Background: an optimization exercise with open tools, aiming at small area and a short achievable clock period. Do not read the settings as production practice.
No run shown here included a check of the RTL's function; only the layout flow was run.
Power and IR drop assume default switching activity.

[flow/design.v]
`timescale 1ns/1ps
module channelTrigger (
	input logic clk_flash,
	input logic rstN,
	input logic [8-1:0] sample,  
	input logic [8-1:0] threshLow,  
	input logic [8-1:0] threshHigh,  
	input logic fallingEdge,  
	input logic [(10 + 1)-1:0] tot,  
	input logic dsGo,  
	output logic fire,  
	output logic inRange  
);
	logic wasInRange;  
	logic edgeSeen;  
	logic levelHeld;  
	logic totStep;  
	logic limZero;  
	logic cntZero;  
	logic over;  
	logic clear;  
	logic inc;  
	logic [(10 + 1)-1:0] totCount;  
	assign edgeSeen = fallingEdge ? (wasInRange & ~inRange) : (inRange & ~wasInRange);
	assign levelHeld = inRange ^ fallingEdge;
	assign totStep = ~tot[(10 + 1)-1] | dsGo;
	assign limZero = (tot[(10 + 1)-2:0] == '0);
	assign cntZero = (totCount == '0);
	assign over = (totCount > {1'b0, tot[(10 + 1)-2:0]});  
	assign clear = limZero | over | (~cntZero & totStep & ~levelHeld);
	assign inc = cntZero ? edgeSeen : totStep;  
	always_ff @(posedge clk_flash) begin
		if (!rstN) begin
			inRange <= 1'b0;
			wasInRange <= 1'b0;
			fire <= 1'b0;
			totCount <= '0;
		end else begin
			inRange <= (sample >= threshLow) && (sample <= threshHigh);
			wasInRange <= inRange;
			fire <= limZero ? edgeSeen : over;
			if (clear) begin
				totCount <= '0;
			end else if (inc) begin
				totCount <= totCount + 1'b1;
			end
		end
	end
endmodule
`timescale 1ns/1ps
module coincidenceTrigger (
	input logic clk_flash,
	input logic rstN,
	input logic [4-1:0] fire,  
	input logic [4-1:0] chanEnable,  
	input logic [1:0] coinReq,  
	input logic [8-1:0] holdTime,  
	input logic allowSameChan,  
	input logic dsGo,
	input logic noSelfTrig,  
	input logic isFirst,  
	input logic isLast,  
	input logic [1:0] trigIn,  
	output logic trigger,  
	output logic [1:0] trigOut  
);
	logic [8-1:0] holdLeft [4];  
	logic [4-1:0] fired;  
	logic [4-1:0] running;  
	logic [4-1:0] held;  
	logic [4-1:0] chanHit;  
	logic [2:0] nAll;  
	logic [2:0] nHeld [4];  
	logic selfTrig;
	logic goingLeft;  
	logic goingRight;  
	always_comb begin
		for (int i = 0; i < 4; i++) begin
			running[i] = (holdLeft[i] != '0);
			held[i] = chanEnable[i] & running[i];
		end
		nAll = 3'(held[0]) + 3'(held[1]) + 3'(held[2]) + 3'(held[3]);
		for (int i = 0; i < 4; i++) begin
			nHeld[i] = nAll - 3'(held[i] & ~allowSameChan);
			chanHit[i] = chanEnable[i] & fired[i] & (nHeld[i] >= {1'b0, coinReq});
		end
	end
	always_ff @(posedge clk_flash) begin
		if (!rstN) begin
			fired <= '0;
			for (int i = 0; i < 4; i++) begin
				holdLeft[i] <= '0;
			end
		end else begin
			fired <= fire;
			for (int i = 0; i < 4; i++) begin
				if (fire[i]) begin
					holdLeft[i] <= holdTime;  
				end else if (dsGo && running[i]) begin
					holdLeft[i] <= holdLeft[i] - 1'b1;  
				end
			end
		end
	end
	assign selfTrig = |chanHit;
	assign goingLeft = trigIn[0] & ~isFirst;
	assign goingRight = trigIn[1] & ~isLast;
	always_ff @(posedge clk_flash) begin
		if (!rstN) begin
			trigger <= 1'b0;
			trigOut <= '0;
		end else if (noSelfTrig) begin
			trigger <= trigIn[1];  
			trigOut <= {trigIn[1], 1'b0};
		end else begin
			trigger <= selfTrig | goingLeft | goingRight;
			trigOut <= {selfTrig | goingRight, selfTrig | goingLeft};
		end
	end
endmodule
`timescale 1ns/1ps
module acquireControl (
	input logic clk_flash,
	input logic rstN,
	input logic startTrigger,  
	input logic trigger,  
	input logic [10-1:0] triggerPoint,  
	input logic [10-1:0] nsmp,  
	input logic [5-1:0] downsample,  
	output logic dsGo,  
	output logic acquiring,
	output logic [10-1:0] wrAddress,  
	output logic [10-1:0] trigPointAddr,  
	output logic dataReady  
);
	localparam logic [1:0] INIT = 2'd0;  
	localparam logic [1:0] PREACQ = 2'd1;  
	localparam logic [1:0] WAITING = 2'd2;  
	localparam logic [1:0] POSTACQ = 2'd3;  
	logic [1:0] state;
	logic [10-1:0] sampleCount;  
	logic [22:0] dsCount;
	logic [31:0] dsSel;  
	logic atTrigPoint;  
	logic atEnd;  
	logic postDone;  
	logic wrStep;  
	logic [10-1:0] wrNext;  
	always_comb begin
		dsSel = {32{dsCount[22]}};  
		dsSel[22:1] = dsCount[22:1];
		dsSel[0] = 1'b1;
	end
	assign dsGo = dsSel[downsample];
	assign atTrigPoint = (sampleCount == triggerPoint);
	assign atEnd = (sampleCount == nsmp);
	assign postDone = (state == POSTACQ) && atEnd;
	assign wrStep = dsGo && acquiring && !postDone;
	assign wrNext = wrStep ? wrAddress + 1'b1 : wrAddress;
	always_ff @(posedge clk_flash) begin
		if (!rstN || dsGo) begin
			dsCount <= {{22{1'b0}}, 1'b1};
		end else begin
			dsCount <= dsCount + 1'b1;
		end
	end
	always_ff @(posedge clk_flash) begin
		if (!rstN) begin
			state <= INIT;
			acquiring <= 1'b0;
			dataReady <= 1'b0;
			wrAddress <= '0;
			sampleCount <= '0;
		end else begin
			wrAddress <= wrNext;
			case (state)
				INIT: begin
					if (startTrigger) begin
						sampleCount <= '0;
						acquiring <= 1'b1;
						dataReady <= 1'b0;
						state <= PREACQ;
					end
				end
				PREACQ: begin
					if (atTrigPoint) begin
						state <= WAITING;
					end else if (dsGo) begin
						sampleCount <= sampleCount + 1'b1;
					end
				end
				WAITING: begin
					if (trigger) begin
						sampleCount <= triggerPoint;
						state <= POSTACQ;
					end
				end
				default: begin
					if (atEnd) begin
						acquiring <= 1'b0;
						dataReady <= 1'b1;
						state <= INIT;
					end else if (dsGo) begin
						sampleCount <= sampleCount + 1'b1;
					end
				end
			endcase
		end
	end
	always_ff @(posedge clk_flash) begin
		if (state == WAITING && trigger) begin
			trigPointAddr <= wrNext;
		end
	end
endmodule
`timescale 1ns/1ps
module sampleAverager (
	input logic clk_flash,
	input logic rstN,
	input logic [4*8-1:0] samples,  
	input logic highRes,  
	input logic dsGo,
	input logic [5-1:0] downsample,
	output logic [4*8-1:0] dout  
);
	localparam int ACC_W = 8 + 5;  
	logic [ACC_W-1:0] acc [4];  
	logic [ACC_W-1:0] accSum [4];  
	logic [8-1:0] accShift [4];  
	logic [5-1:0] hrCount;  
	logic flush;  
	assign flush = dsGo || (&hrCount);  
	always_comb begin
		for (int i = 0; i < 4; i++) begin
			accSum[i] = acc[i] + ACC_W'(samples[i*8 +: 8]);
			case (downsample)
				5'd0: accShift[i] = accSum[i][7:0];
				5'd1: accShift[i] = accSum[i][8:1];
				5'd2: accShift[i] = accSum[i][9:2];
				5'd3: accShift[i] = accSum[i][10:3];
				5'd4: accShift[i] = accSum[i][11:4];
				default: accShift[i] = accSum[i][12:5];
			endcase
		end
	end
	always_ff @(posedge clk_flash) begin
		if (!rstN) begin
			hrCount <= '0;
			dout <= '0;
			for (int i = 0; i < 4; i++) begin
				acc[i] <= '0;
			end
		end else if (highRes) begin
			hrCount <= flush ? '0 : hrCount + 1'b1;
			for (int i = 0; i < 4; i++) begin
				if (flush) begin
					dout[i*8 +: 8] <= accShift[i];
					acc[i] <= '0;  
				end else begin
					acc[i] <= accSum[i];
				end
			end
		end else begin
			hrCount <= '0;
			dout <= samples;  
			for (int i = 0; i < 4; i++) begin
				acc[i] <= '0;
			end
		end
	end
endmodule
`timescale 1ns/1ps
module scopeCore (
	input logic clk_flash,
	input logic rstN,
	input logic [4*8-1:0] flashData,  
	input logic [8-1:0] threshLow,  
	input logic [8-1:0] threshHigh,
	input logic fallingEdge,
	input logic [(10 + 1)-1:0] tot,
	input logic [4-1:0] chanEnable,
	input logic [1:0] coinReq,
	input logic [8-1:0] holdTime,
	input logic allowSameChan,
	input logic noSelfTrig,
	input logic isFirst,
	input logic isLast,
	input logic [1:0] trigIn,  
	input logic startTrigger,
	input logic [10-1:0] triggerPoint,
	input logic [10-1:0] nsmp,
	input logic [5-1:0] downsample,
	input logic highRes,
	output logic [1:0] trigOut,  
	output logic trigger,
	output logic [4-1:0] inRange,  
	output logic acquiring,
	output logic dataReady,
	output logic [10-1:0] wrAddress,
	output logic [10-1:0] trigPointAddr,
	output logic [4*8-1:0] dout  
);
	logic [4*8-1:0] samples;  
	logic [4-1:0] fire;
	logic dsGo;
	always_ff @(posedge clk_flash) begin
		samples <= flashData;  
	end
	for (genvar i = 0; i < 4; i++) begin : gChan
		channelTrigger uChan (
			.clk_flash(clk_flash),
			.rstN(rstN),
			.sample(samples[i*8 +: 8]),
			.threshLow(threshLow),
			.threshHigh(threshHigh),
			.fallingEdge(fallingEdge),
			.tot(tot),
			.dsGo(dsGo),
			.fire(fire[i]),
			.inRange(inRange[i])
		);
	end
	coincidenceTrigger uCoin (
		.clk_flash(clk_flash),
		.rstN(rstN),
		.fire(fire),
		.chanEnable(chanEnable),
		.coinReq(coinReq),
		.holdTime(holdTime),
		.allowSameChan(allowSameChan),
		.dsGo(dsGo),
		.noSelfTrig(noSelfTrig),
		.isFirst(isFirst),
		.isLast(isLast),
		.trigIn(trigIn),
		.trigger(trigger),
		.trigOut(trigOut)
	);
	acquireControl uAcq (
		.clk_flash(clk_flash),
		.rstN(rstN),
		.startTrigger(startTrigger),
		.trigger(trigger),
		.triggerPoint(triggerPoint),
		.nsmp(nsmp),
		.downsample(downsample),
		.dsGo(dsGo),
		.acquiring(acquiring),
		.wrAddress(wrAddress),
		.trigPointAddr(trigPointAddr),
		.dataReady(dataReady)
	);
	sampleAverager uAvg (
		.clk_flash(clk_flash),
		.rstN(rstN),
		.samples(samples),
		.highRes(highRes),
		.dsGo(dsGo),
		.downsample(downsample),
		.dout(dout)
	);
endmodule
[flow/run.sh]
#!/bin/bash
# synth_recipe.tcl (not shown) runs the flow's synth.tcl, then flattens the netlist and writes it again
# the make line also repeats each setting of config.mk as NAME=value (left out here)
make -C /OpenROAD-flow-scripts/flow DESIGN_CONFIG=/design/flow/config.mk WORK_HOME=/design/flow/orfs CLKGATE_MAP_FILE= SYNTH_SCRIPT=/design/flow/synth_recipe.tcl finish
[flow/config.mk]
export PLATFORM = sky130hd
export DESIGN_NAME = scopeCore
export DESIGN_NICKNAME = scopeCore
export VERILOG_FILES = /design/flow/design.v
export SDC_FILE = /design/flow/constraint.sdc
export NUM_CORES = 4
export LEC_CHECK = 0
export ABC_CLOCK_PERIOD_IN_PS = 2000
export CAP_MARGIN = 20
export CORE_MARGIN = 2
export CORE_UTILIZATION = 40
export SETUP_SLACK_MARGIN = 2.6
export SLEW_MARGIN = 20
[flow/constraint.sdc]
create_clock -name core_clock -period 5.0 [get_ports {clk_flash}]
set_input_delay 1.0000 -clock core_clock [delete_from_list [all_inputs] [get_ports {clk_flash}]]
set_output_delay 1.0000 -clock core_clock [all_outputs]
set_load 0.01 [all_outputs]
==> out/metrics.cfg, run 1 <==
[global_routing]
grt_usage = 0.256
antenna_found_initial = 3
grt_max_degree = 65
grt_pass1_wl_um = 89100
grt_pass1_vias = 16000
globalRouteOverflowTotal = 0

[final_layout]
nets = 2566
final_core_util = 0.584
area_growth_pct = 45.1
drive_gt1_frac = 0.289
final_area_mm2 = 0.0244
layoutNonFillerInstCount = 2839

[die]
core_mm2 = 0.0418
dieArea_mm2 = 0.0437
die_y_um = 209
die_w_um = 209
initial_core_util = 0.403
rows = 75
io_pins = 170

[placed_design]
place_ws_ns = 0.570
placed_cell_area_mm2 = 0.0195
gp_congestion = 0.884
detailed_place_hpwl_um = 37300
dp.cells = 2617
port_buffers = 169

[clocking]
clock-root-buffer = clkbuf_16
cts_hold_buf = 0
htree_levels = 2
clock-sinks = 273
clock_latency_ns = 0.54
clk_pin_slew_ns = 0.06
cts_tree = yes
cts_buffers = 34
clock_path_buffers = 3

[synthesis]
synth_fa_ha_area_frac = 0.139
synth.avg_cell_area_um2 = 8.49
yosys_warnings = 10
synth_cells = 1980
yosys.area_share.simple = 0.189
async_flop_share = 0
synth_compound_area_frac = 0.197
ys_seq_elements = 273
yosys-top-cells-area = dfxtp_1 (31%), ha_1 (13%), nor2_1 (4.4%), xor2_1 (4.4%), a21oi_1 (4.1%)
synth_xor_area_frac = 0.0755
syn_nets = 2273
yosys.area.top_type_share = 0.313
synthMuxAreaShare = 0.0249
ys.flop_type = dfxtp_1
synth.most_common_cell = dfxtp_1
synth_common_cells = dfxtp_1 (263), nor2_1 (196), ha_1 (179), a21oi_1 (139), o21ai_0 (122)
yosysSeqAreaShare = 0.331
synth_edf_count = 10
synth_top_family_by_area = compound AO/OA/AOI/OAI gates
syn-cell-area_mm2 = 0.0168
yosysUniqueCellTypes = 80
yosys.area.top_type = dfxtp_1

[worst_setup_path]
rr_worst_depth = 16
r2r_setup_slack_ns = 1.47
required_ns = 5.38
cp_top_family = adder cells
critPathMaxFanout = 4
crit_path_frequent_cell = ha_4
crit_path_start_kind = flip-flop
r2r-end = uCoin.trigger
crit_arrival_ns = 3.91
crit_buf_inv = 1
critPathCaptureType = flip-flop
crit_chain = nor3_4, nand2b_1, nor2_2, nand3b_1, and2_4, ha_4, inv_2, fa_2, ha_4, ha_4, nand2b_4, a21oi_4, a21oi_2, a31oi_2, a21o_1, a31oi_1
worst-setup-path-type = flip-flop to flip-flop
r2r-start = uCoin.holdLeft[1][4]
critPathSlowestCell = fa_2
cp_slowest_stage_delay_ns = 0.65

[outcome]
status = finished clean

[min_path]
whs_endpoint = uAcq.dsCount[0]
hp-start = uAcq.dsCount[0]
worst_hold_path_type = flip-flop to flip-flop
holdPathStages = 1

[drt]
routed_wl_um = 58400
ant_nets = 0
firstDrtPassIters = 6
wl_per_cell_um = 20.6
drc = 0
vias_per_cell = 5.78
dr_total_vias = 16400
dr.first_iter.drc_count = 1358

[timing]
drv_slew = 0
maxSlewHeadroom = 0.437
max_freq_mhz = 283
setup_viol = 0
setup_slack_ns = 1.47
holdWs_ns = 0.426
worst_slew_pin_slew_ns = 0.844
rsz0062_at_grt = yes
clock_skew_ns = 0.0148
setup_tns_ns = 0
finalCriticalPeriod_ns = 3.53
fin_crit_sh = 0.706
hold_viol_final = 0

[power_and_ir_drop]
ir_drop_v = 0.000316
p_leak_nw = 9.98
fin_total_pwr_mw = 8.96
power_per_cell_area_mw_per_mm2 = 367

[job]
max_cap_violations = 0

[power by group]
part	total (mW)	switching (mW)	internal (mW)
Clock	2.54	0.988	1.56
Sequential	2.64	0.243	2.40
Combinational	3.77	1.86	1.91
Total	8.96	3.09	5.87
[worst register-to-register path, cell delays in order (launching register included)]
cell      delay [ns]
dfxtp_2         0.33
nor3_4          0.19
nand2b_1        0.11
nor2_2          0.14
nand3b_1        0.14
and2_4          0.18
ha_4            0.26
inv_2           0.03
fa_2            0.65
ha_4            0.25
ha_4            0.20
nand2b_4        0.14
a21oi_4         0.15
a21oi_2         0.08
a31oi_2         0.18
a21o_1          0.25
a31oi_1         0.11
[state kept, by name, summed over array words and instances (netlist names)]
name                    flops
uAcq.state                  2
samples                    32
uCoin.fired                 4
uCoin.trigOut               2
uAvg.dout                  32
uAcq.sampleCount           10
uAvg.hrCount                5
uCoin.holdLeft             32
gChan.uChan.wasInRange      4
gChan.uChan.fire            4
uAcq.trigPointAddr         10
uAcq.acquiring              1
gChan.uChan.totCount       44
gChan.uChan.inRange         4
uAcq.wrAddress             10
uAvg.acc                   52
uAcq.dataReady              1
uAcq.dsCount               23
uCoin.trigger               1
[metal layers]
metal	global-route usage	part of all wire
met1	0.332	0.43
met2	0.428	0.47
met3	0.0334	0.058
met4	0.110	0.044
met5	0	0.00022
[repair_timing]
item                                    in CTS  in global routing
gates resized for setup                    457                190
pin swaps                                  127                 96
buffers inserted                           115                 27
endpoints found under the setup margin     290                208
cloned                                      15                  2
[worst max-delay path by stage]
stage | slack, ns | start | depth (start not counted) | endpoint
after global placement | 0.65 | downsample[0] | 9 | gChan[2].uChan.totCount[1]
after global routing | 1.29 | uCoin.holdLeft[1][4] | 16 | uCoin.trigger
final | 1.47 | uCoin.holdLeft[1][4] | 16 | uCoin.trigger
after CTS | 1.45 | uCoin.holdLeft[1][4] | 17 | uCoin.trigger
after floorplan | 1.70 | chanEnable[1] | 13 | uCoin.trigger
after detailed placement | 0.57 | downsample[0] | 9 | gChan[2].uChan.totCount[1]
[cell type report]
class / instances / area [um^2]
antenna: 1 / 2.50
clock buffer: 53 / 1060
clock inverter: 9 / 97.6
fill: 3518 / 17400
inverter: 93 / 382
multi-input combinational: 1528 / 12900
sequential: 273 / 5620
tap: 539 / 674
timing repair buffer: 343 / 3650
[placed cells by master (no fill, tap or decap), drive strengths merged, types with 10 or more instances in the layout]
master	netlist	final
clkdlybuf4s50	0	83
o221ai	31	31
inv	92	92
nor3	33	33
o21a	23	23
a31oi	11	11
buf	13	176
and2	41	41
nand3	70	72
a22oi	10	10
nand4	31	31
dlygate4sd2	0	71
nand2	107	108
and3	45	45
edfxtp	10	10
xor2	84	84
o211ai	15	15
ha	179	179
clkbuf	77	59
a211oi	34	34
mux2i	31	31
nor2	197	197
nor2b	26	27
dfxtp	263	263
a21oi	139	139
a21o	28	28
nor4	17	17
nand2b	29	29
xnor2	61	61
o21ai	124	124
o22ai	32	32
[cells by family after synthesis]
kind of cell,Yosys count
AO/OA/AOI/OAI,517
XOR/XNOR,145
adder cells (fa/ha/maj),184
buffers and inverters,183
flip-flops,273
multiplexers,39
AND/OR/NAND/NOR,639
==> run 2: changes to the inputs <==
--- a/flow/config.mk
+++ b/flow/config.mk
@@ -7,3 +7,2 @@
 export LEC_CHECK = 0
-export ABC_CLOCK_PERIOD_IN_PS = 2000
 export CAP_MARGIN = 20
@@ -11,3 +10,2 @@
 export CORE_UTILIZATION = 40
-export SETUP_SLACK_MARGIN = 2.6
 export SLEW_MARGIN = 20
==> run 2 against run 1 <==
Register-to-register slack worse by 0.28 ns. Largest power group is now clock. Combinational power decreased by about 40%. Non-clock buffer count down 147. Still clean.
==> out/metrics.cfg, run 2 <==
[global_routing]
grt_usage = 0.227  ; -0.0285
globalRouteOverflowTotal = 0  ; unchanged
antenna_found_initial = 1  ; -2
grt_max_degree = 57  ; -12%
grt_pass1_vias = 15000  ; -6.3%
grt_pass1_wl_um = 80000  ; -10%

[worst_setup_path]
critPathCaptureType = flip-flop
r2r-start = uCoin.holdLeft[0][2]
crit_start = downsample[0]
crit_path_start_kind = input port
required_ns = 5.45  ; +0.07 ns
critPathMaxFanout = 12  ; +8
worst-setup-path-type = input port to flip-flop
crit_arrival_ns = 4.30  ; +0.39 ns

[synthesis]
synth_cells = 1980  ; unchanged
synth_edf_count = 10  ; unchanged
yosys-top-cells-area = dfxtp_1 (31%), ha_1 (13%), nor2_1 (4.4%), xor2_1 (4.4%), a21oi_1 (4.1%)
synth.avg_cell_area_um2 = 8.49  ; unchanged
async_flop_share = 0  ; unchanged
synth.most_common_cell = dfxtp_1
synth_common_cells = dfxtp_1 (263), nor2_1 (196), ha_1 (179), a21oi_1 (139), o21ai_0 (122)
ys_seq_elements = 273  ; unchanged
yosys.area.top_type_share = 0.313  ; unchanged
ys.flop_type = dfxtp_1
yosysUniqueCellTypes = 80  ; unchanged
syn-cell-area_mm2 = 0.0168  ; unchanged
syn_nets = 2273  ; unchanged
yosys_warnings = 10  ; unchanged
yosys.area.top_type = dfxtp_1
yosysSeqAreaShare = 0.331  ; unchanged

[die]
die_y_um = 209  ; unchanged
io_pins = 170  ; unchanged
dieArea_mm2 = 0.0437  ; unchanged
die_w_um = 209  ; unchanged
initial_core_util = 0.403  ; unchanged
core_mm2 = 0.0418  ; unchanged
rows = 75  ; unchanged

[drt]
dr.first_iter.drc_count = 1143  ; -16%
routed_wl_um = 50700  ; -13%
ant_nets = 0  ; unchanged
dr_total_vias = 15300  ; -6.9%
firstDrtPassIters = 5  ; -1
vias_per_cell = 5.69  ; -1.6%
drc = 0  ; unchanged
wl_per_cell_um = 18.9  ; -8.3%

[timing]
maxSlewHeadroom = 0.376  ; -0.0610
setup_viol = 0  ; unchanged
drv_slew = 0  ; unchanged
rsz0062_at_grt = no
max_freq_mhz = 259  ; -8.4%
clock_skew_ns = 0.0283  ; +0.0135 ns
setup_tns_ns = 0  ; unchanged
hold_viol_final = 0  ; unchanged
fin_crit_sh = 0.771  ; +0.0651
worst_slew_pin_slew_ns = 0.912  ; +0.0679 ns
finalCriticalPeriod_ns = 3.86  ; +0.325 ns

[final_layout]
drive_gt1_frac = 0.0499  ; -0.239
fillers = 3943  ; +12%
max_flop_register = uAvg.acc
final_common_cell = dfxtp_1
final_cell_mix = dfxtp_1 (263), nor2_1 (196), ha_1 (179), clkdlybuf4s50_1 (168), a21oi_1 (139)
area_growth_pct = 20.1
seqCellArea_mm2 = 0.00557  ; -1.0%
reg.largest.list = uAvg.acc: 52 flops, gChan.uChan.totCount: 44 flops
multi_input_area_mm2 = 0.0105  ; -18%
nets = 2415  ; -5.9%
largest_reg_flops = 52  ; unchanged

[clocking]
clock-sinks = 273  ; unchanged
clock_path_buffers = 3  ; unchanged
clock-root-buffer = clkbuf_16
ctsResizeCount = 0  ; -100%
cts_hold_buf = 0  ; unchanged
htree_levels = 2  ; unchanged
cts_buffers = 34  ; unchanged
cts_tree = yes
clk_pin_slew_ns = 0.06  ; about the same
post_cts_buffers = 0  ; -100%
clock_latency_ns = 0.55  ; about the same

[min_path]
worst_hold_path_type = flip-flop to flip-flop
hp-start = uAcq.dsCount[0]

[power_and_ir_drop]
ir_drop_v = 0.000227  ; -28%
fin_total_pwr_mw = 7.50  ; -16%
p_leak_nw = 8.29  ; -17%
power_per_cell_area_mw_per_mm2 = 371  ; +1.1%

[placed_design]
port_buffers = 169  ; unchanged
detailed_place_hpwl_um = 37300  ; about the same
gp_congestion = 0.900  ; +1.9%

[job]
max_cap_violations = 0  ; unchanged

[outcome]
status = finished clean

==> run 2: cell count changes in the layout (fill, tap and decap cells not counted), sizes merged, moves of 2 or more <==
cell / delta
clkinvlp: +3
clkbuf: -16
dlymetal6s2s: -4
nand3: -2
bufinv: +4
clkdlybuf4s50: +85
dlygate4sd2: -71
buf: -148
inv: +2
clkdlybuf4s15: -3
==> run 2: area by class of cell <==
type,instances,share of cell area
multi-input cells,1524,0.521
flip-flops and latches,273,0.276
repair buffers,196,0.0935
clock buffers,43,0.0463
well taps,539,0.0334
inverters,93,0.0173
clock inverters,17,0.0127
diodes,1,0.000124
==> run 2: worst paths after layout <==
kind / to / slack, ns / depth (start not counted)
setup / recovery: gChan[3].uChan.totCount[2] / 1.14 / 10
hold / removal: uAcq.dsCount[0] / 0.42 / 1
setup reg to reg: uCoin.trigger / 1.19 / 17
hold reg to reg: uAcq.dsCount[0] / 0.42 / 1
==> run 2: power by group <==
part / internal, mW / switching, mW
logic: 1.01 / 1.24
registers: 2.39 / 0.212
clock network: 1.64 / 0.996
==> run 2: stage by stage <==
stage / cells / hold slack [ns] / utilization / setup slack (ns) / instance area, um^2
6_report: 2686 / 0.423 / 0.484 / 1.14 / 20200
2_1_floorplan: 1980 / 0.384 / - / 1.62 / 16800
3_3_place_gp: 2625 / 0.401 / 0.455 / 0.688 / 19000
4_1_cts: 2685 / 0.421 / 0.484 / 1.17 / 20200
3_5_place_dp: 2625 / 0.409 / 0.455 / 0.606 / 19000
5_1_grt: 2686 / 0.452 / 0.484 / 0.933 / 20200
==> run 2: per-layer routing <==
| layer | global-route usage | vias up | routed length, um |
|---|---|---|---|
| met2 | 0.384 | 492 | 23600 |
| li1 | - | 7430 | - |
| met1 | 0.294 | 7254 | 22600 |
| met3 | 0.0446 | 94 | 3140 |
| met4 | 0.0655 | 0 | 1230 |
| met5 | 0 | - | 0 |
==> run 2: worst max-delay path: stages <==
cell             delay [ns]
clkdlybuf4s50_1        0.88
mux2i_1                0.16
mux4_2                 0.48
a32o_2                 0.37
nor2_4                 0.26
nor2b_2                0.16
buf_4                  0.18
mux2_4                 0.28
or3b_1                 0.37
a21oi_1                0.14
==> run 2: cell families (layout without fill, tap and decap cells) <==
kind of cell / after synthesis / in the layout / synth area share
simple gates: 639 / 639 / 0.189
compound gates: 517 / 517 / 0.197
flops: 273 / 273 / 0.331
fa+ha+maj: 184 / 184 / 0.139
buf+inv: 183 / 349 / 0.0432
xor+xnor: 145 / 145 / 0.0755
mux: 39 / 39 / 0.0249
other cells: 0 / 1 / 0
==> run 3: changes to the inputs <==
--- a/flow/design.v
+++ b/flow/design.v
@@ -13,2 +13,20 @@
 );
+	localparam int CW = (10 + 1);
+	function automatic logic gt8(input logic [7:0] a, input logic [7:0] b);
+		logic r;
+		r = 1'b0;
+		for (int i = 0; i < 8; i++) r = (a[i] & ~b[i]) | (~(a[i] ^ b[i]) & r);
+		gt8 = r;
+	endfunction
+	function automatic logic gt10(input logic [9:0] a, input logic [9:0] b);
+		logic r;
+		r = 1'b0;
+		for (int i = 0; i < 10; i++) r = (a[i] & ~b[i]) | (~(a[i] ^ b[i]) & r);
+		gt10 = r;
+	endfunction
+	function automatic logic [CW-1:0] inc(input logic [CW-1:0] a);
+		logic [CW-1:0] r;
+		for (int i = 0; i < CW; i++) r[i] = a[i] ^ (&(a | ~((CW'(1) << i) - CW'(1))));
+		inc = r;
+	endfunction
 	logic wasInRange;  
@@ -21,12 +39,12 @@
 	logic clear;  
-	logic inc;  
-	logic [(10 + 1)-1:0] totCount;  
+	logic step;  
+	logic [CW-1:0] totCount;  
 	assign edgeSeen = fallingEdge ? (wasInRange & ~inRange) : (inRange & ~wasInRange);
 	assign levelHeld = inRange ^ fallingEdge;
-	assign totStep = ~tot[(10 + 1)-1] | dsGo;
-	assign limZero = (tot[(10 + 1)-2:0] == '0);
-	assign cntZero = (totCount == '0);
-	assign over = (totCount > {1'b0, tot[(10 + 1)-2:0]});  
+	assign totStep = ~tot[CW-1] | dsGo;
+	assign limZero = ~|tot[CW-2:0];
+	assign cntZero = ~|totCount;
+	assign over = totCount[CW-1] | gt10(totCount[CW-2:0], tot[CW-2:0]);  
 	assign clear = limZero | over | (~cntZero & totStep & ~levelHeld);
-	assign inc = cntZero ? edgeSeen : totStep;  
+	assign step = cntZero ? edgeSeen : totStep;  
 	always_ff @(posedge clk_flash) begin
@@ -38,3 +56,3 @@
 		end else begin
-			inRange <= (sample >= threshLow) && (sample <= threshHigh);
+			inRange <= ~gt8(threshLow, sample) & ~gt8(sample, threshHigh);
 			wasInRange <= inRange;
@@ -43,4 +61,4 @@
 				totCount <= '0;
-			end else if (inc) begin
-				totCount <= totCount + 1'b1;
+			end else if (step) begin
+				totCount <= inc(totCount);
 			end
@@ -66,3 +84,9 @@
 );
-	logic [8-1:0] holdLeft [4];  
+	localparam int HW = 8;
+	function automatic logic [HW-1:0] dec(input logic [HW-1:0] a);
+		logic [HW-1:0] r;
+		for (int i = 0; i < HW; i++) r[i] = a[i] ^ ~|(a & ((HW'(1) << i) - HW'(1)));
+		dec = r;
+	endfunction
+	logic [HW-1:0] holdLeft [4];  
 	logic [4-1:0] fired;  
@@ -71,4 +95,2 @@
 	logic [4-1:0] chanHit;  
-	logic [2:0] nAll;  
-	logic [2:0] nHeld [4];  
 	logic selfTrig;
@@ -78,9 +100,21 @@
 		for (int i = 0; i < 4; i++) begin
-			running[i] = (holdLeft[i] != '0);
+			running[i] = |holdLeft[i];
 			held[i] = chanEnable[i] & running[i];
 		end
-		nAll = 3'(held[0]) + 3'(held[1]) + 3'(held[2]) + 3'(held[3]);
 		for (int i = 0; i < 4; i++) begin
-			nHeld[i] = nAll - 3'(held[i] & ~allowSameChan);
-			chanHit[i] = chanEnable[i] & fired[i] & (nHeld[i] >= {1'b0, coinReq});
+			logic o1, o2, o3, s;  
+			logic [2:0] h;  
+			h = (i == 0) ? held[3:1] : (i == 1) ? {held[3:2], held[0]} :
+				(i == 2) ? {held[3], held[1:0]} : held[2:0];
+			o1 = |h;
+			o2 = (h[0] & h[1]) | (h[0] & h[2]) | (h[1] & h[2]);
+			o3 = &h;
+			s = allowSameChan & held[i];
+			case (coinReq)
+				2'd0: chanHit[i] = 1'b1;
+				2'd1: chanHit[i] = o1 | s;
+				2'd2: chanHit[i] = o2 | (s & o1);
+				default: chanHit[i] = o3 | (s & o2);
+			endcase
+			chanHit[i] = chanHit[i] & chanEnable[i] & fired[i];
 		end
@@ -99,3 +133,3 @@
 				end else if (dsGo && running[i]) begin
-					holdLeft[i] <= holdLeft[i] - 1'b1;  
+					holdLeft[i] <= dec(holdLeft[i]);  
 				end
@@ -139,2 +173,16 @@
 	localparam logic [1:0] POSTACQ = 2'd3;  
+	localparam int DW = 22 + 1;
+	localparam int AW = 10;
+	function automatic logic [10-1:0] incA(input logic [10-1:0] a);
+		logic [10-1:0] r;
+		for (int i = 0; i < 10; i++)
+			r[i] = a[i] ^ (&(a | ~((AW'(1) << i) - AW'(1))));
+		incA = r;
+	endfunction
+	function automatic logic [22:0] incD(input logic [22:0] a);
+		logic [22:0] r;
+		for (int i = 0; i <= 22; i++)
+			r[i] = a[i] ^ (&(a | ~((DW'(1) << i) - DW'(1))));
+		incD = r;
+	endfunction
 	logic [1:0] state;
@@ -158,3 +206,3 @@
 	assign wrStep = dsGo && acquiring && !postDone;
-	assign wrNext = wrStep ? wrAddress + 1'b1 : wrAddress;
+	assign wrNext = wrStep ? incA(wrAddress) : wrAddress;
 	always_ff @(posedge clk_flash) begin
@@ -163,3 +211,3 @@
 		end else begin
-			dsCount <= dsCount + 1'b1;
+			dsCount <= incD(dsCount);
 		end
@@ -188,3 +236,3 @@
 					end else if (dsGo) begin
-						sampleCount <= sampleCount + 1'b1;
+						sampleCount <= incA(sampleCount);
 					end
@@ -203,3 +251,3 @@
 					end else if (dsGo) begin
-						sampleCount <= sampleCount + 1'b1;
+						sampleCount <= incA(sampleCount);
 					end
@@ -226,2 +274,18 @@
 	localparam int ACC_W = 8 + 5;  
+	function automatic logic [ACC_W-1:0] add(input logic [ACC_W-1:0] a, input logic [8-1:0] b);
+		logic [ACC_W-1:0] p, g, r;
+		logic c, t;
+		p = a ^ ACC_W'(b);
+		g = a & ACC_W'(b);
+		for (int i = 0; i < ACC_W; i++) begin
+			c = 1'b0;
+			for (int j = 0; j < i; j++) begin
+				t = g[j];
+				for (int k = j + 1; k < i; k++) t = t & p[k];
+				c = c | t;
+			end
+			r[i] = p[i] ^ c;
+		end
+		add = r;
+	endfunction
 	logic [ACC_W-1:0] acc [4];  
@@ -234,3 +298,3 @@
 		for (int i = 0; i < 4; i++) begin
-			accSum[i] = acc[i] + ACC_W'(samples[i*8 +: 8]);
+			accSum[i] = add(acc[i], samples[i*8 +: 8]);
 			case (downsample)
--- a/flow/config.mk
+++ b/flow/config.mk
@@ -7,2 +7,3 @@
 export LEC_CHECK = 0
+export ABC_CLOCK_PERIOD_IN_PS = 2000
 export CAP_MARGIN = 20
@@ -10,2 +11,3 @@
 export CORE_UTILIZATION = 40
+export SETUP_SLACK_MARGIN = 2.6
 export SLEW_MARGIN = 20
==> run 3 against run 2 <==
Sequential power about the same. Via count increased by 4.3%. Sequential share of layout area down 3.9 points. Design area is 17% higher. Largest cell class unchanged.
==> out/metrics.cfg, run 3 <==
[outcome]
status = finished clean

[synthesis]
synth_xor_area_frac = 0.0562  ; -0.0193
yosys_warnings = 9  ; -1
yosysSeqAreaShare = 0.337  ; +0.00615
synth.avg_cell_area_um2 = 8.85  ; +4.2%
yosys.area_share.simple = 0.178  ; -0.0113
synth_compound_area_frac = 0.215  ; +0.0172
yosys.area.top_type = dfxtp_1
synth_edf_count = 10  ; unchanged
syn_nets = 2157  ; -5.1%
synth_common_cells = dfxtp_1 (263), nor2_1 (187), ha_1 (179), a21oi_1 (116), inv_1 (116)
synthMuxAreaShare = 0.0212  ; -0.00371
syn-cell-area_mm2 = 0.0165  ; -1.8%
yosysUniqueCellTypes = 102  ; +28%
synth_fa_ha_area_frac = 0.141  ; +0.00198
synth_top_family_by_area = compound AO/OA/AOI/OAI gates
ys_seq_elements = 273  ; unchanged
ys.flop_type = dfxtp_1
async_flop_share = 0  ; unchanged
yosys.area.top_type_share = 0.319  ; +0.00581
synth_cells = 1865  ; -5.8%
yosys-top-cells-area = dfxtp_1 (32%), ha_1 (14%), nor2_1 (4.3%), xnor2_1 (3.8%), a21oi_1 (3.5%)
synth.most_common_cell = dfxtp_1

[drt]
dr_wl_met2_um = 26100  ; +10%
ant_nets = 0  ; unchanged
routed_wl_um = 56100  ; +11%
vias_per_cell = 5.87  ; +3.3%
drc = 0  ; unchanged
wl_met3_um = 4030  ; +28%
wl_per_cell_um = 20.7  ; +9.7%
firstDrtPassIters = 5  ; unchanged
highest_layer = met4
dr_total_vias = 15900  ; +4.3%
met1_length_um = 23600  ; +4.3%
dr.first_iter.drc_count = 1126  ; -1.5%

[global_routing]
grt_max_degree = 81  ; +42%
grt_pass1_wl_um = 84200  ; +5.3%
antenna_found_initial = 1  ; unchanged
grt_usage = 0.243  ; +0.0161
globalRouteOverflowTotal = 0  ; unchanged
grt_pass1_vias = 15300  ; +2.0%

[final_layout]
layoutNonFillerInstCount = 2712  ; +0.97%
max_flop_register = uAvg.acc
largest_reg_flops = 52  ; unchanged
drive_gt1_frac = 0.286  ; +0.236
final_cell_mix = dfxtp_1 (240), ha_1 (147), nor2_1 (135), inv_1 (105), buf_4 (100)
final_core_util = 0.582  ; +0.0986
reg.largest.list = uAvg.acc: 52 flops, gChan.uChan.totCount: 44 flops
diodes = 0  ; -1
area_growth_pct = 43.7
fillers = 3507  ; -11%
seqCellArea_mm2 = 0.00561  ; +0.79%
final_common_cell = dfxtp_1
multi_input_area_mm2 = 0.0126  ; +19%
nets = 2448  ; +1.4%

[clocking]
clk_pin_slew_ns = 0.05  ; about the same
cts_buffers = 34  ; unchanged
clock_path_buffers = 3  ; unchanged
cts_hold_buf = 0  ; unchanged
clock-sinks = 273  ; unchanged
cts_tree = yes
htree_levels = 2  ; unchanged
clock-root-buffer = clkbuf_16
clock_latency_ns = 0.56  ; about the same

[timing]
max_freq_mhz = 394  ; +52%
rsz0062_at_grt = yes
maxSlewHeadroom = 0.296  ; -0.0802
fin_crit_sh = 0.508  ; -0.263
clock_skew_ns = 0.0312  ; +0.00288 ns
drv_slew = 0  ; unchanged
finalCriticalPeriod_ns = 2.54  ; -1.32 ns
worst_slew_pin_slew_ns = 1.06  ; +0.144 ns
setup_tns_ns = 0  ; unchanged
setup_viol = 0  ; unchanged
setup_slack_ns = 2.46  ; +1.32 ns
hold_viol_final = 0  ; unchanged

[placed_design]
dp.cells = 2505  ; -4.6%
detailed_place_hpwl_um = 35500  ; -4.7%
place_ws_ns = 0.640  ; +0.0331 ns
gp_congestion = 0.894  ; -0.74%
port_buffers = 169  ; unchanged

[die]
die_y_um = 207  ; -0.90%
die_w_um = 207  ; -0.90%
core_mm2 = 0.0407  ; -2.4%
rows = 74  ; -1.3%
dieArea_mm2 = 0.0429  ; -1.8%
initial_core_util = 0.405  ; +0.00255
io_pins = 170  ; unchanged

[worst_setup_path]
crit_path_start_kind = input port
worst-setup-path-type = input port to flip-flop
critPathCaptureType = flip-flop
required_ns = 5.43  ; -0.02 ns
critPathMaxFanout = 7  ; -5
crit_arrival_ns = 2.97  ; -1.33 ns

[power_and_ir_drop]
p_clk_frac = 0.313  ; -0.039
power_per_cell_area_mw_per_mm2 = 351  ; -5.4%
p_sw_mw = 2.88  ; +17%
ir_drop_v = 0.000215  ; -5.3%
seq_power_share = 0.317  ; -0.030
combPwrFrac = 0.371  ; +0.070
internal-power_mw = 5.45  ; +8.0%
fin_total_pwr_mw = 8.33  ; +11%
swShare = 0.346  ; +0.0186
p_leak_nw = 9.46  ; +14%

[min_path]
worst_hold_path_type = flip-flop to flip-flop

[job]
max_cap_violations = 0  ; unchanged

## run 3: changes by cell type after synthesis, sizes merged, moves of 14 or more
cell,delta
a211oi,-20
a21o,-19
a21oi,-18
buf,+26
clkbuf,-29
inv,+24
mux2i,-14
nand2,-14
nand3,-21
nor2b,-24
o21a,+15
o21ai,-28
xor2,-49
## run 3: worst paths after layout
check | start | endpoint | slack, ns | cells after the start
setup / recovery | downsample[0] | uAcq.wrAddress[9] | 2.46 | 11
hold / removal | uAcq.dsCount[0] | uAcq.dsCount[0] | 0.40 | 1
setup reg to reg | samples[11] | uAvg.dout[13] | 2.50 | 9
hold reg to reg | uAcq.dsCount[0] | uAcq.dsCount[0] | 0.40 | 1
## run 3: per-stage QoR
stage | cell area (um^2) | hold WS, ns
final | 23700 | 0.395
after global routing | 23700 | 0.418
after CTS | 22100 | 0.389
after detailed placement | 18800 | 0.376
after global placement | 18800 | 0.370
after floorplan | 16800 | 0.362
## run 3: power groups by stage
stage / Clock (mW) / Sequential [mW] / Combinational, mW
final: 2.61 / 2.64 / 3.09
after detailed placement: 0 / 2.66 / 2.16
after CTS: 2.67 / 2.62 / 2.54
after global placement: 0 / 2.66 / 2.12
after global routing: 2.75 / 2.66 / 3.36
after floorplan: 0 / 2.61 / 1.61
## run 3: cell families after synthesis
logic type	after synthesis
buffers and inverters	203
adders and majority gates	184
DFF	273
xor gates and xnor gates	106
and+or+nand+nor	570
muxes	29
AOI/OAI and AO/OA	500
## run 3: critical path, stage by stage
cell,delay (ns)
buf_12,0.09
mux4_2,0.53
mux2i_4,0.19
and3b_2,0.27
buf_12,0.13
nor3_4,0.05
buf_6,0.11
buf_12,0.13
and3_4,0.15
xor2_2,0.14
and2_1,0.15
## run 3: area by class of cell
class | count | share of cell area
clock buffer | 42 | 0.0392
clock inverter | 18 | 0.00986
inverter | 116 | 0.0185
multi-input combinational | 1401 | 0.530
sequential | 273 | 0.236
tap | 532 | 0.0281
timing repair buffer | 330 | 0.138
## run 3: what timing repair did
action                     4_1_cts  5_1_grt
pin swaps                      130      158
setup endpoints to repair      291      209
gates resized for setup        371      287
gates cloned                    16        6
setup buffers                   86       39
## run 3: per-layer routing
metal,vias to the layer above,track usage
met3,158,0.0502
met5,-,0
li1,7448,-
met1,7651,0.314
met2,672,0.403
met4,0,0.0869
==> run 4: changes to the inputs <==
--- a/flow/config.mk
+++ b/flow/config.mk
@@ -7,3 +7,3 @@
 export LEC_CHECK = 0
-export ABC_CLOCK_PERIOD_IN_PS = 2000
+export ABC_CLOCK_PERIOD_IN_PS = 2500
 export CAP_MARGIN = 20
@@ -11,3 +11,3 @@
 export CORE_UTILIZATION = 40
-export SETUP_SLACK_MARGIN = 2.6
+export SETUP_SLACK_MARGIN = 2.0
 export SLEW_MARGIN = 20
==> run 4 against run 3 <==
Still clean on timing, DRC and antenna. First-iteration DRC count is 9.1% lower. Clock-buffer cell count is 2 higher. Die area stayed put. Sequential power hardly changed. Critical path type is now flip-flop to flip-flop.
==> out/metrics.cfg, run 4 <==
[synthesis]
yosys.area.top_type_share = 0.319  ; unchanged
yosys-top-cells-area = dfxtp_1 (32%), ha_1 (14%), nor2_1 (4.3%), xnor2_1 (3.8%), a21oi_1 (3.5%)
syn-cell-area_mm2 = 0.0165  ; unchanged
synth_common_cells = dfxtp_1 (263), nor2_1 (187), ha_1 (179), a21oi_1 (116), inv_1 (116)
ys_seq_elements = 273  ; unchanged
synth.avg_cell_area_um2 = 8.85  ; unchanged
synth_edf_count = 10  ; unchanged
yosysSeqAreaShare = 0.337  ; unchanged
yosysUniqueCellTypes = 102  ; unchanged
async_flop_share = 0  ; unchanged
ys.flop_type = dfxtp_1
synth.most_common_cell = dfxtp_1
yosys.area.top_type = dfxtp_1
synth_cells = 1865  ; unchanged
yosys_warnings = 9  ; unchanged
syn_nets = 2157  ; unchanged

[clocking]
clock-root-buffer = clkbuf_16
htree_levels = 2  ; unchanged
clock-sinks = 273  ; unchanged
clk_pin_slew_ns = 0.06  ; about the same
cts_buffers = 34  ; unchanged
cts_tree = yes
clock_path_buffers = 3  ; unchanged
clock_latency_ns = 0.54  ; -0.02 ns

[worst_setup_path]
critPathCaptureType = flip-flop
crit_arrival_ns = 3.39  ; +0.42 ns
r2r-end = uAvg.dout[31]
endpoint = uAvg.dout[31]
r2r-start = samples[27]
crit_path_frequent_cell = a21oi_1
rr_worst_depth = 8  ; -1
cp_slowest_stage_delay_ns = 0.53  ; about the same
required_ns = 5.46  ; +0.03 ns
crit_start = samples[27]
worst-setup-path-type = flip-flop to flip-flop
crit_path_start_kind = flip-flop
r2r_setup_slack_ns = 2.07  ; -0.43 ns
crit_chain = ha_1, a21oi_1, a21oi_1, o31a_1, a21oi_1, a221oi_1, o211a_1, a21oi_1
critPathMaxFanout = 6  ; -1
critPathSlowestCell = a21oi_1

[timing]
setup_tns_ns = 0  ; unchanged
fin_crit_sh = 0.585  ; +0.0773
drv_slew = 0  ; unchanged
maxSlewHeadroom = 0.353  ; +0.0571
worst_slew_pin_slew_ns = 0.970  ; -0.0857 ns
setup_viol = 0  ; unchanged
clock_skew_ns = 0.0136  ; -0.0176 ns
max_freq_mhz = 342  ; -13%
hold_viol_final = 0  ; unchanged
finalCriticalPeriod_ns = 2.93  ; +0.387 ns
rsz0062_at_grt = yes
setup_slack_ns = 2.07  ; -0.387 ns

[global_routing]
grt_pass1_wl_um = 77700  ; -7.7%
grt_usage = 0.224  ; -0.0199
globalRouteOverflowTotal = 0  ; unchanged
antenna_found_initial = 0  ; -1
grt_pass1_vias = 14200  ; -7.1%
grt_max_degree = 78  ; -3.7%

[die]
io_pins = 170  ; unchanged
initial_core_util = 0.405  ; unchanged
die_y_um = 207  ; unchanged
rows = 74  ; unchanged
core_mm2 = 0.0407  ; unchanged
dieArea_mm2 = 0.0429  ; unchanged
die_w_um = 207  ; unchanged

[drt]
dr_total_vias = 14700  ; -7.9%
ant_nets = 0  ; unchanged
vias_per_cell = 5.69  ; -3.1%
wl_per_cell_um = 19.1  ; -7.8%
dr.first_iter.drc_count = 1024  ; -9.1%
firstDrtPassIters = 5  ; unchanged
drc = 0  ; unchanged
routed_wl_um = 49200  ; -12%

[final_layout]
max_flop_register = uAvg.acc
drive_gt1_frac = 0.0943  ; -0.192
diodes = 0  ; unchanged
nets = 2315  ; -5.4%
reg.largest.list = uAvg.acc: 52 flops, gChan.uChan.totCount: 44 flops
fillers = 3840  ; +9.5%
final_cell_mix = dfxtp_1 (263), nor2_1 (187), ha_1 (179), clkdlybuf4s50_1 (163)
final_common_cell = dfxtp_1
largest_reg_flops = 52  ; unchanged
final_core_util = 0.494  ; -0.0878
final_area_mm2 = 0.0201  ; -15%
area_growth_pct = 22.0

[placed_design]
detailed_place_hpwl_um = 35600  ; +0.14%
gp_congestion = 0.869  ; -2.8%
placed_cell_area_mm2 = 0.0186  ; -0.89%
place_ws_ns = 0.599  ; -0.0402 ns
port_buffers = 169  ; unchanged

[power_and_ir_drop]
power_per_cell_area_mw_per_mm2 = 372  ; +5.9%
ir_drop_v = 0.000208  ; -3.5%
p_leak_nw = 8.20  ; -13%

[min_path]
holdPathStages = 1  ; unchanged
worst_hold_path_type = flip-flop to flip-flop

[outcome]
status = finished clean

[job]
max_cap_violations = 0  ; unchanged

[run 4: worst min-delay path by stage]
| stage | slack, ns | to | from |
|---|---|---|---|
| after floorplan | 0.36 | uAcq.dsCount[0] | uAcq.dsCount[0] |
| after global placement | 0.37 | uAcq.dsCount[0] | uAcq.dsCount[0] |
| after detailed placement | 0.38 | uAcq.dsCount[0] | uAcq.dsCount[0] |
| after CTS | 0.39 | uAcq.dsCount[0] | uAcq.dsCount[0] |
| after global routing | 0.40 | uAcq.dsCount[0] | uAcq.dsCount[0] |
| final | 0.38 | uAcq.dsCount[0] | uAcq.dsCount[0] |
[run 4: final cells by class]
| cell class | count | area, um^2 | share of cell area |
|---|---|---|---|
| multi-input combinational | 1389 | 10300 | 0.511 |
| sequential | 273 | 5570 | 0.276 |
| timing repair buffer | 209 | 1990 | 0.0990 |
| clock buffer | 44 | 950 | 0.0471 |
| tap | 532 | 666 | 0.0330 |
| inverter | 116 | 435 | 0.0216 |
| clock inverter | 16 | 249 | 0.0124 |
[run 4: per-layer routing]
layer  track usage  share of wire
met1         0.295           0.44
met4        0.0938          0.039
met3        0.0318          0.058
met5             0              0
met2         0.365           0.46
[run 4: power breakdown]
group	leakage, nW	switching [mW]	internal (mW)
registers	2.24	0.207	2.41
clock network	0.580	1.00	1.66
logic	5.38	1.26	0.959
[run 4: repair_timing]
item | 4_1_cts | 5_1_grt
setup buffers | 11 | 4
pin swaps | 3 | 2
setup endpoints to repair | 218 | 74
gates resized for setup | 31 | 22
hold buffers | 0 | 0
[run 4: per-stage QoR]
| stage | total power, mW | std cells | hold slack, ns |
|---|---|---|---|
| after floorplan | 4.17 | 1865 | 0.362 |
| after detailed placement | 4.82 | 2504 | 0.375 |
| after CTS | 7.54 | 2575 | 0.388 |
| after global placement | 4.77 | 2504 | 0.375 |
| final | 7.50 | 2579 | 0.385 |
| after global routing | 7.93 | 2579 | 0.398 |
[run 4: cell families (layout without fill, tap and decap cells)]
group / Yosys count / in the layout / share of synthesized area
DFF: 273 / 273 / 0.337
buffers and inverters: 203 / 385 / 0.0521
AOI/OAI and AO/OA: 500 / 500 / 0.215
adders and majority gates: 184 / 184 / 0.141
and+or+nand+nor: 570 / 570 / 0.178
muxes: 29 / 29 / 0.0212
xor gates and xnor gates: 106 / 106 / 0.0562
[run 4: worst max-delay path, delay by kind of cell, from the launching register on]
kind / cells / cell delay (ns)
compound gates: 7 / 2.10
flops: 1 / 0.45
fa+ha+maj: 1 / 0.32
==> run 5: changes to the inputs <==
--- a/flow/config.mk
+++ b/flow/config.mk
@@ -7,3 +7,2 @@
 export LEC_CHECK = 0
-export ABC_CLOCK_PERIOD_IN_PS = 2500
 export CAP_MARGIN = 20
@@ -11,3 +10,4 @@
 export CORE_UTILIZATION = 40
-export SETUP_SLACK_MARGIN = 2.0
+export SETUP_SLACK_MARGIN = 2.9
 export SLEW_MARGIN = 20
+export TNS_END_PERCENT = 5
==> run 5 against run 4 <==
Non-clock buffer count rose by 45. Hold slack improved by 0.0012 ns. Via count rose by 3.9%. Synthesized cell count did not move. Flip-flop and latch count did not move. Worst setup slack improved by 0.30 ns. Combinational power rose by 12%.
==> out/metrics.cfg, run 5 <==
[outcome]
status = finished clean

[drt]
ant_nets = 0  ; unchanged
dr.first_iter.drc_count = 1037  ; +1.3%
drc = 0  ; unchanged
routed_wl_um = 52600  ; +7.0%
dr_total_vias = 15200  ; +3.9%
vias_per_cell = 5.78  ; +1.5%
wl_per_cell_um = 19.9  ; +4.6%
firstDrtPassIters = 8  ; +3

[worst_setup_path]
r2r-start = samples[10]
crit_arrival_ns = 3.09  ; -0.30 ns
crit_buf_inv = 3  ; +3
cp_slowest_stage_delay_ns = 0.52  ; about the same
crit_path_start_kind = input port
critPathMaxFanout = 6  ; unchanged
cp_top_family = multiplexers
critPathSlowestCell = mux4_2
critPathCaptureType = flip-flop
crit_path_frequent_cell = buf_12
worst-setup-path-type = input port to flip-flop
required_ns = 5.47  ; about the same
crit_chain = buf_12, mux4_2, mux2i_4, and3b_2, buf_6, o31ai_4, buf_12, nand4_1, o2111ai_2, nor2_1
crit_start = downsample[0]

[final_layout]
diodes = 0  ; unchanged
max_flop_register = uAvg.acc
reg.largest.list = uAvg.acc: 52 flops, gChan.uChan.totCount: 44 flops
area_growth_pct = 31.4
final_area_mm2 = 0.0217  ; +7.7%
nets = 2374  ; +2.5%
final_cell_mix = dfxtp_1 (249), nor2_1 (176), ha_1 (165), clkdlybuf4s50_1 (141), inv_1 (107)
drive_gt1_frac = 0.182  ; +0.0880
final_common_cell = dfxtp_1
largest_reg_flops = 52  ; unchanged
fillers = 3657  ; -4.8%

[timing]
worst_slew_pin_slew_ns = 1.02  ; +0.0541 ns
setup_tns_ns = 0  ; unchanged
hold_viol_final = 0  ; unchanged
max_freq_mhz = 381  ; +12%
maxSlewHeadroom = 0.317  ; -0.0361
setup_viol = 0  ; unchanged
clock_skew_ns = 0.0216  ; +0.00801 ns
finalCriticalPeriod_ns = 2.62  ; -0.305 ns
rsz0062_at_grt = yes
fin_crit_sh = 0.524  ; -0.0609
drv_slew = 0  ; unchanged

[synthesis]
synth.avg_cell_area_um2 = 8.85  ; unchanged
syn-cell-area_mm2 = 0.0165  ; unchanged
synth.most_common_cell = dfxtp_1
yosys_warnings = 9  ; unchanged
yosysUniqueCellTypes = 102  ; unchanged
synth_cells = 1865  ; unchanged
synth_compound_area_frac = 0.215  ; unchanged
yosysSeqAreaShare = 0.337  ; unchanged
synth_fa_ha_area_frac = 0.141  ; unchanged
synth_common_cells = dfxtp_1 (263), nor2_1 (187), ha_1 (179), a21oi_1 (116), inv_1 (116)
synth_top_family_by_area = compound AO/OA/AOI/OAI gates
synth_edf_count = 10  ; unchanged
synthMuxAreaShare = 0.0212  ; unchanged
yosys.area_share.simple = 0.178  ; unchanged
async_flop_share = 0  ; unchanged
ys_seq_elements = 273  ; unchanged
yosys.area.top_type_share = 0.319  ; unchanged
ys.flop_type = dfxtp_1
syn_nets = 2157  ; unchanged
yosys.area.top_type = dfxtp_1
yosys-top-cells-area = dfxtp_1 (32%), ha_1 (14%), nor2_1 (4.3%), xnor2_1 (3.8%), a21oi_1 (3.5%)
synth_xor_area_frac = 0.0562  ; unchanged

[global_routing]
globalRouteOverflowTotal = 0  ; unchanged
grt_pass1_wl_um = 81700  ; +5.1%
grt_pass1_vias = 14900  ; +4.9%
grt_usage = 0.235  ; +0.0117
grt_max_degree = 81  ; +3.8%
antenna_found_initial = 1  ; +1

[power_and_ir_drop]
fin_total_pwr_mw = 7.65  ; +2.1%
ir_drop_v = 0.000172  ; -17%
p_leak_nw = 8.74  ; +6.6%
power_per_cell_area_mw_per_mm2 = 353  ; -5.2%

[die]
core_mm2 = 0.0407  ; unchanged
die_y_um = 207  ; unchanged
rows = 74  ; unchanged
initial_core_util = 0.405  ; unchanged
io_pins = 170  ; unchanged
die_w_um = 207  ; unchanged
dieArea_mm2 = 0.0429  ; unchanged

[clocking]
clock-root-buffer = clkbuf_16
htree_levels = 2  ; unchanged
clk_pin_slew_ns = 0.06  ; about the same
cts_tree = yes
clock-sinks = 273  ; unchanged
clock_path_buffers = 3  ; unchanged
clock_latency_ns = 0.54  ; about the same
cts_buffers = 34  ; unchanged
cts_hold_buf = 0  ; unchanged

[placed_design]
placed_cell_area_mm2 = 0.0187  ; +0.34%
port_buffers = 169  ; unchanged
gp_congestion = 0.899  ; +3.4%
detailed_place_hpwl_um = 35000  ; -1.8%

[min_path]
hp-start = uAcq.dsCount[0]
worst_hold_path_type = flip-flop to flip-flop

[job]
max_cap_violations = 0  ; unchanged

## run 5: cell counts after synthesis
Identical to the previous run, type by type.
## run 5: cell families after synthesis
| logic type | count (synthesis) |
|---|---|
| fa+ha+maj | 184 |
| flops | 273 |
| mux | 29 |
| buf+inv | 203 |
| xor+xnor | 106 |
| compound gates | 500 |
| simple gates | 570 |
## run 5: per-layer routing
metal  wire length [um]  GRT usage
met5                 13          0
met4               1730     0.0941
met3               3940     0.0476
met2              24400      0.382
met1              22500      0.306
## run 5: report_power, final
group / switching (mW) / internal (mW)
clock network: 0.993 / 1.56
registers: 0.211 / 2.42
logic: 1.36 / 1.11
total: 2.57 / 5.09
## run 5: worst paths after layout
check	endpoint	slack [ns]	cells past startpoint
worst min register to register	uAcq.dsCount[0]	0.39	1
worst min-delay path	uAcq.dsCount[0]	0.39	1
worst max register to register	uAvg.dout[14]	2.44	9
worst max-delay path	gChan[3].uChan.totCount[4]	2.38	10
## run 5: final cells by class
| cell class | instances | area (um^2) | share of cell area |
|---|---|---|---|
| tap | 532 | 666 | 0.0307 |
| timing repair buffer | 254 | 2530 | 0.117 |
| inverter | 116 | 443 | 0.0204 |
| sequential | 273 | 5590 | 0.258 |
| clock buffer | 53 | 1100 | 0.0505 |
| multi-input combinational | 1403 | 11300 | 0.521 |
| clock inverter | 8 | 68.8 | 0.00317 |
## run 5: what timing repair did
action	4_1_cts	5_1_grt
setup buffers	38	19
pin swaps	52	44
gates cloned	15	2
endpoints found under the setup margin	294	292
gates resized for setup	154	150
## run 5: per-stage QoR
step	util	hold slack (ns)	std cells	setup slack, ns
6_report	0.533	0.386	2639	2.38
5_1_grt	0.533	0.417	2639	2.29
3_5_place_dp	0.459	0.378	2504	0.566
2_1_floorplan	-	0.362	1865	2.07
4_1_cts	0.513	0.392	2618	2.41
3_3_place_gp	0.459	0.370	2504	0.720
==> run 6: changes to the inputs <==
--- a/flow/design.v
+++ b/flow/design.v
@@ -196,2 +196,3 @@
 	logic [10-1:0] wrNext;  
+	logic trigCapture;  
 	always_comb begin
@@ -258,4 +259,5 @@
 	always_ff @(posedge clk_flash) begin
-		if (state == WAITING && trigger) begin
-			trigPointAddr <= wrNext;
+		trigCapture <= rstN && state == WAITING && trigger;
+		if (trigCapture) begin
+			trigPointAddr <= wrAddress;
 		end
@@ -267,2 +269,3 @@
 	input logic rstN,
+	input logic [4*8-1:0] flashData,  
 	input logic [4*8-1:0] samples,  
@@ -290,4 +293,3 @@
 	endfunction
-	logic [ACC_W-1:0] acc [4];  
-	logic [ACC_W-1:0] accSum [4];  
+	logic [ACC_W-1:0] accSum [4];
 	logic [8-1:0] accShift [4];  
@@ -295,6 +297,7 @@
 	logic flush;  
+	logic restart;  
 	assign flush = dsGo || (&hrCount);  
+	assign restart = !rstN || !highRes || flush;
 	always_comb begin
 		for (int i = 0; i < 4; i++) begin
-			accSum[i] = add(acc[i], samples[i*8 +: 8]);
 			case (downsample)
@@ -310,2 +313,6 @@
 	always_ff @(posedge clk_flash) begin
+		for (int i = 0; i < 4; i++) begin
+			accSum[i] <= restart ? ACC_W'(flashData[i*8 +: 8]) :
+				add(accSum[i], flashData[i*8 +: 8]);
+		end
 		if (!rstN) begin
@@ -313,5 +320,2 @@
 			dout <= '0;
-			for (int i = 0; i < 4; i++) begin
-				acc[i] <= '0;
-			end
 		end else if (highRes) begin
@@ -321,5 +325,2 @@
 					dout[i*8 +: 8] <= accShift[i];
-					acc[i] <= '0;  
-				end else begin
-					acc[i] <= accSum[i];
 				end
@@ -329,5 +330,2 @@
 			dout <= samples;  
-			for (int i = 0; i < 4; i++) begin
-				acc[i] <= '0;
-			end
 		end
@@ -419,2 +417,3 @@
 		.rstN(rstN),
+		.flashData(flashData),
 		.samples(samples),
--- a/flow/config.mk
+++ b/flow/config.mk
@@ -7,2 +7,3 @@
 export LEC_CHECK = 0
+export ABC_CLOCK_PERIOD_IN_PS = 1800
 export CAP_MARGIN = 20
@@ -12,2 +13 @@
 export SLEW_MARGIN = 20
-export TNS_END_PERCENT = 5
==> run 6 against run 5 <==
Still clean on timing, DRC and antenna. Worst setup slack lost 0.44 ns. Sequential share of layout area down 1.2 points. Via count down 0.10%. First-iteration DRC count is 26% higher. Clock skew is 0.0056 ns lower. Combinational power fell by 3%. Critical endpoint is now uAvg.accSum[0][1]. Largest cell class unchanged. Largest power group unchanged.
==> out/metrics.cfg, run 6 <==
[synthesis]
yosys-top-cells-area = dfxtp_1 (33%), ha_1 (14%), xnor2_1 (3.5%), nor2_1 (3.3%), o21ai_0 (3.2%)
ys_seq_elements = 274  ; +0.37%
yosys.area.top_type_share = 0.327  ; +0.00780
yosysUniqueCellTypes = 72  ; -29%
synth.most_common_cell = dfxtp_1
synth_common_cells = dfxtp_1 (264), ha_1 (179), nor2_1 (143), inv_1 (128), nand2_1 (114)
yosys_warnings = 8  ; -1
synth_edf_count = 10  ; unchanged
synth_cells = 1820  ; -2.4%
yosys.area.top_type = dfxtp_1
yosysSeqAreaShare = 0.345  ; +0.00817
async_flop_share = 0  ; unchanged
synth.avg_cell_area_um2 = 8.89  ; +0.41%
syn_nets = 2112  ; -2.1%
ys.flop_type = dfxtp_1
syn-cell-area_mm2 = 0.0162  ; -2.0%

[worst_setup_path]
crit_chain = buf_12, mux4_2, mux4_2, buf_6, a2111oi_4, buf_4, nand2_4, buf_12, buf_16, mux2_2
critPathSlowestCell = mux4_2
cp_slowest_stage_delay_ns = 0.55  ; +0.03 ns
critPathCaptureType = flip-flop
cp_top_family = multiplexers
crit_path_start_kind = input port
critPathMaxFanout = 6  ; unchanged
required_ns = 5.41  ; -0.06 ns
rr_worst_depth = 9  ; unchanged
worst-setup-path-type = input port to flip-flop
r2r_setup_slack_ns = 2.16  ; -0.28 ns
crit_buf_inv = 5  ; +2
crit_arrival_ns = 3.47  ; +0.38 ns
r2r-start = uAcq.dsCount[11]
r2r-end = uAvg.accSum[0][1]

[die]
rows = 73  ; -1.4%
die_w_um = 205  ; -0.99%
io_pins = 170  ; unchanged
die_y_um = 205  ; -0.99%
core_mm2 = 0.0398  ; -2.2%
dieArea_mm2 = 0.0421  ; -2.0%
initial_core_util = 0.406  ; +0.000962

[final_layout]
reg.largest.list = uAvg.accSum: 52 flops, gChan.uChan.totCount: 44 flops
max_flop_register = uAvg.accSum
area_growth_pct = 42.5
final_core_util = 0.579  ; +0.0462
nets = 2397  ; +0.97%
final_cell_mix = dfxtp_1 (221), ha_1 (150), inv_1 (106), nor2_1 (105), nand2_1 (102)
largest_reg_flops = 52  ; unchanged
final_common_cell = dfxtp_1
drive_gt1_frac = 0.296  ; +0.114

[placed_design]
port_buffers = 169  ; unchanged
gp_congestion = 0.837  ; -6.9%
place_ws_ns = 0.963  ; +0.397 ns
detailed_place_hpwl_um = 33200  ; -5.0%

[timing]
clock_skew_ns = 0.0160  ; -0.00557 ns
rsz0062_at_grt = yes
hold_viol_final = 0  ; unchanged
setup_viol = 0  ; unchanged
finalCriticalPeriod_ns = 3.06  ; +0.440 ns
setup_tns_ns = 0  ; unchanged
maxSlewHeadroom = 0.479  ; +0.162
fin_crit_sh = 0.612  ; +0.0881
drv_slew = 0  ; unchanged
worst_slew_pin_slew_ns = 0.782  ; -0.243 ns
setup_slack_ns = 1.94  ; -0.440 ns
max_freq_mhz = 327  ; -14%

[clocking]
cts_buffers = 34  ; unchanged
clock-sinks = 274  ; +0.37%
clock_path_buffers = 3  ; unchanged
cts_tree = yes
clock_latency_ns = 0.53  ; about the same
clock-root-buffer = clkbuf_16
htree_levels = 2  ; unchanged
clk_pin_slew_ns = 0.06  ; about the same

[power_and_ir_drop]
ir_drop_v = 0.000217  ; +26%
fin_total_pwr_mw = 7.53  ; -1.6%
power_per_cell_area_mw_per_mm2 = 327  ; -7.3%
p_leak_nw = 9.55  ; +9.3%

[global_routing]
grt_pass1_wl_um = 83100  ; +1.7%
grt_usage = 0.252  ; +0.0163
grt_pass1_vias = 14900  ; +0.034%
globalRouteOverflowTotal = 0  ; unchanged
grt_max_degree = 61  ; -25%
antenna_found_initial = 0  ; -1

[drt]
wl_per_cell_um = 20.5  ; +3.0%
ant_nets = 0  ; unchanged
firstDrtPassIters = 7  ; -1
dr_total_vias = 15200  ; -0.10%
dr.first_iter.drc_count = 1304  ; +26%
routed_wl_um = 54600  ; +3.6%
vias_per_cell = 5.73  ; -0.74%
drc = 0  ; unchanged

[min_path]
hp-start = uAcq.dsCount[0]
worst_hold_path_type = flip-flop to flip-flop
whs_endpoint = uAcq.dsCount[0]
holdPathStages = 1  ; unchanged

[outcome]
status = finished clean

[job]
max_cap_violations = 0  ; unchanged

## run 6: routing by layer
metal / vias up / wire (um) / GRT usage
li1: 7281 / - / -
met1: 7352 / 22200 / 0.305
met2: 476 / 27100 / 0.436
met3: 119 / 2500 / 0.0353
met4: 0 / 2800 / 0.126
met5: - / 0 / 0
## run 6: worst max-delay path by stage
stage,from,endpoint,slack (ns),cells after the start
3_5_place_dp,downsample[0],gChan[3].uChan.totCount[3],0.96,8
6_report,downsample[0],uAvg.accSum[0][1],1.94,10
5_1_grt,downsample[0],uAvg.accSum[1][8],1.89,13
3_3_place_gp,downsample[0],gChan[3].uChan.totCount[9],1.04,8
2_1_floorplan,downsample[0],gChan[3].uChan.totCount[5],1.62,8
4_1_cts,downsample[0],gChan[3].uChan.totCount[9],1.96,8
## run 6: through the flow
step	area [um^2]	instances	hold slack, ns
2_1_floorplan	16600	1820	0.387
3_3_place_gp	18600	2442	0.397
3_5_place_dp	18600	2442	0.405
4_1_cts	22100	2625	0.417
5_1_grt	23000	2655	0.431
6_report	23000	2656	0.415
## run 6: kinds of logic after synthesis
| kind of cell | Yosys count | share of synthesized area |
|---|---|---|
| fa+ha+maj | 186 | 0.145 |
| xor+xnor | 88 | 0.0476 |
| simple gates | 517 | 0.163 |
| buf+inv | 219 | 0.0524 |
| flops | 274 | 0.345 |
| mux | 53 | 0.0435 |
| compound gates | 483 | 0.202 |
## run 6: power by group
part | leakage [nW] | internal [mW] | switching, mW | total [mW]
Combinational | 6.70 | 1.16 | 1.26 | 2.41
Clock | 0.566 | 1.54 | 0.985 | 2.52
Sequential | 2.29 | 2.37 | 0.230 | 2.60
Total | 9.55 | 5.06 | 2.47 | 7.53
## run 6: timing repair
item                                    in CTS  in global routing
buffers inserted                            84                 28
endpoints found under the setup margin     284                233
cloned                                      38                  2
resized for setup                          589                199
hold buffers                                 0                  0
pin swaps                                  113                 97
## run 6: cell type report
cell class | count | area, um^2
Fill cell | 3405 | 16800
Clock buffer | 49 | 988
Inverter | 129 | 515
Clock inverter | 12 | 154
Tap cell | 525 | 657
Multi-Input combinational cell | 1334 | 11400
Sequential cell | 274 | 5660
Timing Repair Buffer | 332 | 3700
Antenna cell | 1 | 2.50

static timing again, ports no longer ideal:
How much do the figures lean on ideal ports? The routed layouts below were timed once more, with nothing changed but the port constraints. Step 1 (the two cells are an assumption about what drives the block):
set clk [get_ports {clk_flash}]
set_driving_cell -lib_cell sky130_fd_sc_hd__clkbuf_16 $clk
set_driving_cell -lib_cell sky130_fd_sc_hd__buf_2 [delete_from_list [all_inputs] $clk]
Step 2 also shifts input and output timing later by t, the mid clock arrival at the registers, as if the neighbouring blocks saw the same clock. Slacks: ideal / step 1 / step 2; pairs: ideal / step 1.
| run | t, ns | setup WS [ns] | worst setup path at the end | latest minus earliest clock arrival (ns) |
|---|---|---|---|---|
| run 1 | 0.586 | 1.470 / 1.470 / 0.918 | input to register | 0.018 / 0.018 |
| run 2 | 0.584 | 1.145 / 1.142 / 0.558 | input to register | 0.030 / 0.030 |
| run 3 | 0.601 | 2.461 / 2.378 / 1.777 | input to register | 0.036 / 0.036 |
| run 4 | 0.585 | 2.074 / 2.074 / 1.510 | input to register | 0.015 / 0.015 |
| run 5 | 0.586 | 2.379 / 2.327 / 1.741 | input to register | 0.022 / 0.022 |
| run 6 | 0.573 | 1.938 / 1.898 / 1.324 | input to register | 0.017 / 0.017 |
After both steps setup and hold are still met in every run listed. The setup slack of run 3, which loses most, moves by -0.083 ns with the drivers and by -0.684 ns with both steps.
